What follows belongs to an exercise in optimizing a design on an open flow for small area and a short achievable clock period; a production flow would make more cautious choices. Function not checked in this run: the RTL went through the layout flow alone. The clock cells of this run come from the design's own scripts or RTL, not from TritonCTS. The clock input has no modelled driver; a real chip could not lean on it and would need a root buffer or a full tree. Power and IR drop assume default switching activity.

File: flow/design.v
module sobel_filter #(
    parameter int IMG_WIDTH  = 128,
    parameter int IMG_HEIGHT = 128
) (
    input  logic       clk,
    input  logic       rst,
    input  logic [7:0] pixel_data,
    output logic [7:0] edge_pixel,
    output logic       edge_valid
);
    localparam int W    = IMG_WIDTH;
    localparam int FULL = 2 * IMG_WIDTH + 2;
    localparam int CW   = $clog2(FULL + 1);
    localparam int L    = 2 * W - 1;
    generate
        if (IMG_WIDTH < 8 || IMG_WIDTH > 1024 || IMG_HEIGHT < 1) begin : g_bad_param
            $error("sobel_filter: IMG_WIDTH must be 8..1024 and IMG_HEIGHT positive");
        end
    endgenerate
    logic [7:0] sr [L];
    always_ff @(posedge clk) begin
        sr[0] <= pixel_data;
        for (int k = 1; k < L; k++) sr[k] <= sr[k-1];
    end
    logic [7:0] m2_q, m0_q, t0_q, t1_q, t2_q;   
    assign m2_q = sr[W - 4];
    assign m0_q = sr[W - 2];
    assign t2_q = sr[2*W - 4];
    assign t1_q = sr[2*W - 3];
    assign t0_q = sr[2*W - 2];
    logic signed [9:0] q1_a;    
    logic        [8:0] q1_b;    
    logic        [8:0] q1_c;    
    logic        [9:0] q1_g;    
    logic        [9:0] q1_h;    
    always_ff @(posedge clk) begin
        q1_a <= $signed({2'b00, m0_q}) - $signed({2'b00, m2_q});
        q1_b <= q1_c;    
        q1_c <= {1'b0, t1_q} + {1'b0, t2_q};
        q1_g <= {2'b00, t0_q} + {1'b0, m0_q, 1'b0};
        q1_h <= {2'b00, t2_q} + {1'b0, m2_q, 1'b0};
    end
    logic        [9:0]  q2_tsum;   
    logic signed [10:0] q2_y;      
    logic signed [10:0] q2_r;      
    logic signed [10:0] q2_qn;     
    always_ff @(posedge clk) begin
        q2_tsum <= {1'b0, q1_b} + {1'b0, q1_c};
        q2_y    <= $signed({1'b0, q1_g}) - $signed({1'b0, q1_h});
        q2_r    <= $signed({2'b00, q1_c}) - 11'(q1_a);
        q2_qn   <= 11'(q1_a) + $signed({2'b00, q1_b});
    end
    logic [7:0] b0;
    assign b0 = sr[0];
    logic signed [10:0] p_x0;    
    logic signed [11:0] p_y;     
    logic signed [10:0] p_r;     
    logic signed [10:0] p_c1;    
    always_ff @(posedge clk) begin
        p_x0 <= $signed({1'b0, q2_tsum}) - $signed({3'b000, b0});
        p_y  <= 12'(q2_y) + $signed({4'b0000, b0});
        p_r  <= q2_r - $signed({3'b000, b0});
        if (q2_qn < -11'sd129)     p_c1 <= -11'sd1;
        else if (q2_qn > 11'sd639) p_c1 <= 11'sd767;
        else                       p_c1 <= q2_qn + 11'sd128;
    end
    logic [7:0] b1;
    assign b1 = sr[0];
    logic signed [10:0] t_khi;           
    logic signed [11:0] t_k1;            
    logic        [8:0]  t_k2;            
    logic signed [10:0] t_d;             
    logic        [6:0]  t_nd;            
    always_ff @(posedge clk) begin
        t_khi   <= p_c1 - $signed({3'b000, b1});
        t_k1    <= 12'(p_x0) - $signed({3'b000, b1, 1'b0});
        if (p_y < 12'sd0)        t_k2 <= 9'd0;
        else if (p_y > 12'sd256) t_k2 <= 9'd256;
        else                     t_k2 <= p_y[8:0];
        t_d     <= p_r - $signed({3'b000, b1});
        t_nd    <= b1[6:0] - p_r[6:0];
    end
    logic [6:0] i_sp, i_sn, t_vpos, t_vneg;
    always_ff @(posedge clk) begin
        i_sp   <= pixel_data[6:0] - q2_qn[6:0];           
        i_sn   <= 7'd1 + q2_qn[6:0] - pixel_data[6:0];    
        t_vpos <= pixel_data[6:0] + i_sp;                 
        t_vneg <= ~pixel_data[6:0] + i_sn;                
    end
    logic [CW-1:0] pix_cnt;
    logic          win_full;
    always_ff @(posedge clk or negedge rst) begin
        if (!rst) begin
            pix_cnt  <= '0;
            win_full <= 1'b0;
        end else begin
            if (pix_cnt != CW'(FULL)) begin
                pix_cnt <= pix_cnt + 1'b1;
            end
            win_full <= (pix_cnt == CW'(FULL));
        end
    end
    logic [7:0] p;
    assign p = sr[0];
    function automatic logic ge10(input logic [7:0] v, input logic signed [10:0] k);
        ge10 = k[10] || (k[9:8] == 2'b00 && v >= k[7:0]);
    endfunction
    function automatic logic ge11(input logic [7:0] v, input logic signed [11:0] k);
        ge11 = k[11] || (k[10:8] == 3'b000 && v >= k[7:0]);
    endfunction
    logic       sat, ge1, ge2, big, dflag;
    logic [6:0] m7, dl;
    always_comb begin
        dflag = (!t_d[10] && t_d[9:7] != 3'b000)
             || (t_d[10] && (t_d[9:7] != 3'b111 || t_d[6:0] == 7'd0));
        dl    = t_d[10] ? t_nd : t_d[6:0];                   
        sat  = dflag || ge10(p, t_khi) || (t_khi[10:9] == 2'b01)
            || (t_khi[10:8] == 3'b001 && t_khi[7:0] >= p);
        ge1  = ge11(p, t_k1);
        ge2  = ({1'b0, p} >= t_k2);
        big  = (ge1 == ge2);
        m7   = big ? (ge1 ? t_vpos : t_vneg) : dl;
    end
    always_ff @(posedge clk or negedge rst) begin
        if (!rst) begin
            edge_pixel <= '0;
            edge_valid <= 1'b0;
        end else begin
            edge_valid <= win_full;
            edge_pixel <= win_full ? (sat ? 8'hFF : {m7, 1'b0}) : 8'h00;
        end
    end
endmodule
File: flow/flow/run.sh
#!/bin/bash
# The standard layout, with the clock tree built by flow/cts_hook.tcl and
# regrouped after global placement repairs by flow/grt_hook.tcl.
set -euo pipefail
export PRE_CTS_TCL="$PWD/flow/cts_hook.tcl"
export POST_GLOBAL_ROUTE_TCL="$PWD/flow/grt_hook.tcl"
bash standard.sh finish > make_finish.log 2>&1
File: flow/flow/cts_hook.tcl
# Run by ORFS's CTS step (PRE_CTS_TCL) with the placed design loaded: build a
# two-level clock tree (clock port -> 4 root buffers -> 24 leaf buffers each -> flops)
# instead of TritonCTS's three-level H-tree, then let the rest of the CTS step
# (legalisation, setup and hold repair) run as usual.
source [file join [file dirname [info script]] mytree.tcl]
mt_build clk sky130_fd_sc_hd__clkbuf_16 4 24
# legalise the new buffers now, then regroup flip-flops that legalisation
# moved away from their leaf buffer
detailed_placement
mt_reassign 30000 28
set_propagated_clock [all_clocks]
rename clock_tree_synthesis {}
proc clock_tree_synthesis {args} { puts "cts_hook: clock tree already built" }
File: flow/flow/grt_hook.tcl
# Run by ORFS's global route step (POST_GLOBAL_ROUTE_TCL): placement repairs
# after CTS can move a flip-flop far from its leaf clock buffer, which slows its
# clock edge. Hand such flip-flops to the nearest leaf buffer and re-route the
# clock nets that changed.
source [file join [file dirname [info script]] mytree.tcl]
global_route -start_incremental
mt_reassign 30000 30
global_route -end_incremental
write_guides $::env(RESULTS_DIR)/route.guide
File: flow/flow/mytree.tcl
# Two-level clock tree: the clock port drives nroot root buffers, one per region
# of the flip-flops; each drives nleaf leaf buffers in its region; each leaf
# buffer drives a compact group of flip-flops found by recursive bisection.
proc mt_center {it} {
  set b [[$it getInst] getBBox]
  return [list [expr {([$b xMin] + [$b xMax]) / 2}] [expr {([$b yMin] + [$b yMax]) / 2}]]
}
# split a list of {x y iterm} into k groups of near equal size by recursive
# cuts across the longer side
proc mt_bisect {items k} {
  if {$k <= 1 || [llength $items] < 2} { return [list $items] }
  set xs [lmap i $items {lindex $i 0}]; set ys [lmap i $items {lindex $i 1}]
  set wx [expr {[tcl::mathfunc::max {*}$xs] - [tcl::mathfunc::min {*}$xs]}]
  set wy [expr {[tcl::mathfunc::max {*}$ys] - [tcl::mathfunc::min {*}$ys]}]
  set idx [expr {$wx >= $wy ? 0 : 1}]
  set s [lsort -integer -index $idx $items]
  set k1 [expr {$k / 2}]
  set h [expr {([llength $s] * $k1) / $k}]
  return [concat [mt_bisect [lrange $s 0 [expr {$h - 1}]] $k1] \
                 [mt_bisect [lrange $s $h end] [expr {$k - $k1}]]]
}
proc mt_centroid {items} {
  set sx 0; set sy 0
  foreach i $items { set sx [expr {$sx + [lindex $i 0]}]; set sy [expr {$sy + [lindex $i 1]}] }
  set n [llength $items]
  return [list [expr {$sx / $n}] [expr {$sy / $n}]]
}
proc mt_build {clkname bufname nroot nleaf} {
  set block [ord::get_db_block]
  set db [ord::get_db]
  set master [$db findMaster $bufname]
  set clknet [$block findNet $clkname]
  set items {}
  foreach it [$clknet getITerms] {
    lappend items [concat [mt_center $it] [list $it]]
  }
  puts "mytree: [llength $items] sinks"
  set quads [mt_bisect $items $nroot]
  set qi 0
  foreach q $quads {
    set rnet [odb::dbNet_create $block "clknet_r$qi"]
    $rnet setSigType CLOCK
    set rinst [odb::dbInst_create $block $master "clkbuf_r$qi"]
    [$rinst findITerm A] connect $clknet
    [$rinst findITerm X] connect $rnet
    set leaves [mt_bisect $q $nleaf]
    set li 0
    set lc {}
    foreach l $leaves {
      set lnet [odb::dbNet_create $block "clknet_r${qi}_l$li"]
      $lnet setSigType CLOCK
      set linst [odb::dbInst_create $block $master "clkbuf_r${qi}_l$li"]
      [$linst findITerm A] connect $rnet
      [$linst findITerm X] connect $lnet
      foreach i $l {
        set it [lindex $i 2]
        $it disconnect
        $it connect $lnet
      }
      set c [mt_centroid $l]
      lappend lc [list {*}$c x]
      $linst setLocation [expr {int([lindex $c 0]) - [$master getWidth] / 2}] [expr {int([lindex $c 1])}]
      $linst setPlacementStatus PLACED
      incr li
    }
    set c [mt_centroid $lc]
    $rinst setLocation [expr {int([lindex $c 0]) - [$master getWidth] / 2}] [expr {int([lindex $c 1])}]
    $rinst setPlacementStatus PLACED
    puts "mytree: root $qi with [llength $leaves] leaves, [llength $q] sinks"
    incr qi
  }
}

# After legalisation has moved cells, hand each flip-flop that ended up far
# from its leaf buffer to the nearest leaf buffer with room left.
proc mt_reassign {maxdist cap} {
  set block [ord::get_db_block]
  set leaves {}
  foreach inst [$block getInsts] {
    if {[string match "clkbuf_r*_l*" [$inst getName]]} { lappend leaves $inst }
  }
  set load [dict create]
  set pos [dict create]
  foreach l $leaves {
    set net [[$l findITerm X] getNet]
    dict set load [$l getName] [expr {[llength [$net getITerms]] - 1}]
    set b [$l getBBox]
    dict set pos [$l getName] [list [expr {([$b xMin] + [$b xMax]) / 2}] [expr {([$b yMin] + [$b yMax]) / 2}] $net]
  }
  set moved 0
  foreach l $leaves {
    set lname [$l getName]
    set lp [dict get $pos $lname]
    foreach it [[lindex $lp 2] getITerms] {
      if {[$it isOutputSignal]} { continue }
      if {[[$it getInst] getName] eq $lname} { continue }
      set c [mt_center $it]
      set d [expr {abs([lindex $c 0] - [lindex $lp 0]) + abs([lindex $c 1] - [lindex $lp 1])}]
      if {$d <= $maxdist} { continue }
      set best ""; set bd 1e18
      dict for {n p} $pos {
        if {[dict get $load $n] >= $cap} { continue }
        set dd [expr {abs([lindex $c 0] - [lindex $p 0]) + abs([lindex $c 1] - [lindex $p 1])}]
        if {$dd < $bd} { set bd $dd; set best $n }
      }
      if {$best ne "" && $bd < $d} {
        $it disconnect
        $it connect [lindex [dict get $pos $best] 2]
        dict incr load $lname -1
        dict incr load $best
        incr moved
      }
    }
  }
  puts "mytree: reassigned $moved flip-flops"
}
File: flow/standard.sh
#!/bin/bash
# synth_recipe.tcl (not shown) runs the flow's synth.tcl, then flattens the netlist and writes it again
# the make line also repeats each setting of config.mk as NAME=value (left out here)
make -C /OpenROAD-flow-scripts/flow DESIGN_CONFIG=/design/flow/config.mk WORK_HOME=/design/flow/orfs CLKGATE_MAP_FILE= SYNTH_SCRIPT=/design/flow/synth_recipe.tcl "${@:-finish}"
File: flow/config.mk
export PLATFORM = sky130hd
export DESIGN_NAME = sobel_filter
export DESIGN_NICKNAME = sobel_filter
export VERILOG_FILES = /design/flow/design.v
export SDC_FILE = /design/flow/constraint.sdc
export NUM_CORES = 4
export LEC_CHECK = 0
export ABC_AREA = 1
export ABC_CLOCK_PERIOD_IN_PS = 2000
export CAP_MARGIN = 20
export CORE_MARGIN = 2
export CORE_UTILIZATION = 70
export SETUP_SLACK_MARGIN = 3.6
export SLEW_MARGIN = 20
File: flow/constraint.sdc
create_clock -name core_clock -period 5.8 [get_ports {clk}]
set_input_delay 1.1600 -clock core_clock [delete_from_list [all_inputs] [get_ports {clk}]]
set_output_delay 1.1600 -clock core_clock [all_outputs]
set_load 0.01 [all_outputs]
==> results.toml <==
[grt]
antenna_found_initial = 6
overflow = 0
grt_pass1_wl_um = 158700
grt_max_degree = 29
grt_pass1_vias = 25520
grt_usage = 0.2683

[cts]
clock_latency_ps = 600
postCtsSetupBuffers = 20
clk_pin_slew_ps = 110
post_cts_resized = 110
hold_buffers = 0

[floorplanning]
fp.dieW_um = 279.8
dieHeight_um = 279.8
start_util = 0.7045
rows = 101
dieArea_mm2 = 0.07827
core_mm2 = 0.07557
ioPinCount = 19

[synth]
yosysWarnings = 2
synth_edf_count = 0
ys_seq_area_frac = 0.8550
ys_ff_latch = 2269
avgSynthCellArea_um2 = 15.49
synthFlopType = "dfxtp_1"
synthTopCellsByArea = "dfxtp_1, ha_1, inv_1, xor2_1, nand2_1"
yosysMostFrequentCell = "dfxtp_1"
synthCells = 3437
syn_nets = 3647
synth_area_mm2 = 0.05324
synth_commonest_cells = "dfxtp_1, inv_1, ha_1"
synth_top_cell_by_area = "dfxtp_1"
synth_cell_types = 46
async_reset_ff_frac = 0.008374
synth_top_area_frac = 0.8461

[setup_path]
worstSetupEndpointType = "flip-flop"
worstPathMaxFanout = 5
startpoint_type = "flip-flop"
worst_path_largest_cell_delay_ps = 500
r2r_slack_ps = 3410
critical_path_required_ps = 6320
cp.arrival_ps = 2910
crit_path_top_delay_cell = "fa_1"
r2r_cells = 10
crit_chain = "buf_12, clkinvlp_4, buf_8, buf_6, fa_1, o21ai_2, a21oi_1, nor2_1, nor2_1, xnor2_1"
crit_top_cell = "nor2_1"
path_class = "reg2reg"

[detailed_routing]
vias = 23620
highest_layer = "met5"
viasPerCell = 5.163
dr_wl_met2_um = 55210
dr.pass1.iters = 6
ant_nets = 0
wl_met1_um = 44260
routed-wl-met3_um = 5192
post-route-drc-count = 0
wirelength_um = 110200
dr.first_iter.drc_count = 1698
wl_per_cell_um = 24.09

[power]
vdd_drop_max_uv = 391.8
total_leakage_power_uw = 0.02434
power_uw = 23950
p_per_area_mw_per_mm2 = 410.7

[place]
io_buffers = 18
dp_cells = 4429
dp_hpwl_um = 50660
globalplace.congestion = 0.8085

[final_layout]
antenna_cells = 0
finalNetCount = 3808
area_delta_synth_final_pct = 9.545
drive_gt1_frac = 0.09121
stdcell_count = 4574

[timing]
finClkSkew_ps = 75.97
slew_headroom = 0.3574
fin_crit_sh = 0.4128
tns_ps = 0
finalCriticalPeriod_ps = 2394
max_freq_mhz = 417.7
finalHoldViolCount = 0
worst_pin_slew_ps = 960.9
slew_viol_final = 0
finalSetupViolCount = 0

[run]
cap_viol_max_count = 0

[worst_hold_path]
hold_path_depth = 0
min_path_type = "reg2reg"

[outcome]
status = "finished clean"
## through the flow
step | hold WS (ps) | setup slack [ps] | util | area, um2
after global placement | 310.1 | 2323 | 0.7253 | 54810
after floorplan | 309.6 | 3353 | - | 53430
final | 276.1 | 3406 | 0.7717 | 58320
after CTS | 299.9 | 3455 | 0.7619 | 57580
after detailed placement | 312.1 | 2283 | 0.7253 | 54810
## cell families after synthesis
group,Yosys count,synth area share
DFF,2269,0.8550
and+or+nand+nor,361,0.03116
buffers and inverters,252,0.01803
AOI/OAI and AO/OA,207,0.02162
adders and majority gates,200,0.04968
xor gates and xnor gates,143,0.02353
muxes,5,0.0009402
## critical path, delay by kind of cell, from the launching register on
kind	cells	cell delay, ps
DFF	1	350
xor gates and xnor gates	1	240
AOI/OAI and AO/OA	2	410
buffers and inverters	4	550
adders and majority gates	1	500
and+or+nand+nor	2	270
## worst paths after layout
kind / from / to
min reg2reg: sr[149][7] / sr[150][7]
max in group asynchronous: rst / edge_pixel[0]
min: sr[149][7] / sr[150][7]
min in group asynchronous: rst / pix_cnt[4]
max reg2reg: sr[0][1] / t_nd[6]
max: sr[0][1] / t_nd[6]
## flip-flops by register name (all words and copies together) (netlist names), 7 cells and up
register and count:
sr 2040, p_c1 11, edge_pixel 8, pix_cnt 9, t_d 10, p_y 12
p_r 11, q1_g 10, q1_h 9, q1_a 9, i_sn 7, t_vpos 7
q2_r 11, t_nd 7, t_khi 11, t_vneg 7, p_x0 11, t_k1 12
q1_b 9, q2_y 11, t_k2 9, q2_qn 11, q2_tsum 10, q1_c 9
## power breakdown
group	internal (uW)	total [uW]	leakage (uW)	switching (uW)
combinational	230	595	0.00455	365
clock	3030	7410	0.00123	4380
sequential	15800	15900	0.0186	138
total	19100	24000	0.0243	4880
## cell type report
type,count,area [um2]
Timing Repair Buffer,64,568.0
Sequential cell,2269,45550
Buffer,100,2502
Tap cell,978,1224
Fill cell,3753,17250
Multi-Input combinational cell,916,7487
Inverter,247,987.2
## layout by cell type, fill, tap and decap left out, types with 24 or more instances in the layout
cell type | synthesis | layout
clkbuf_16 | 0 | 100
dfxtp_1 | 2250 | 2240
ha_1 | 181 | 147
a21oi_1 | 111 | 102
buf_4 | 3 | 39
nand3_1 | 46 | 36
xor2_1 | 102 | 101
nand2_1 | 167 | 149
xnor2_1 | 41 | 41
o21ai_0 | 40 | 24
inv_1 | 243 | 225
ha_4 | 0 | 28
nor2_1 | 86 | 73
## layer usage
layer / up-vias / track usage
met3: 362 / 0.03053
met1: 11360 / 0.3379
met5: - / 0
li1: 10990 / -
met2: 903 / 0.4800
met4: 10 / 0.09571

==> static timing again, ports no longer ideal <==
The flow's constraints put no driver on any port. The routed layout listed below was extracted and timed again, unchanged, in two steps.
Step 1, drivers: a clkbuf_16 drives clk and a buf_2 each remaining input, both assumed.
Step 2 also shifts input and output timing later by t, the mid clock arrival at the registers, as if the neighbouring blocks saw the same clock.
a / b / c = no drivers / after step 1 / after step 2; a / b = the first two.
t (ns): 0.715
setup slack, ns: 3.406 / 3.308 / 3.072
hold WS [ns]: 0.276 / 0.276 / 0.276
After both steps this run still meets setup and hold. The setup slack of this run moves by -0.098 ns with the drivers and by -0.334 ns with both steps.
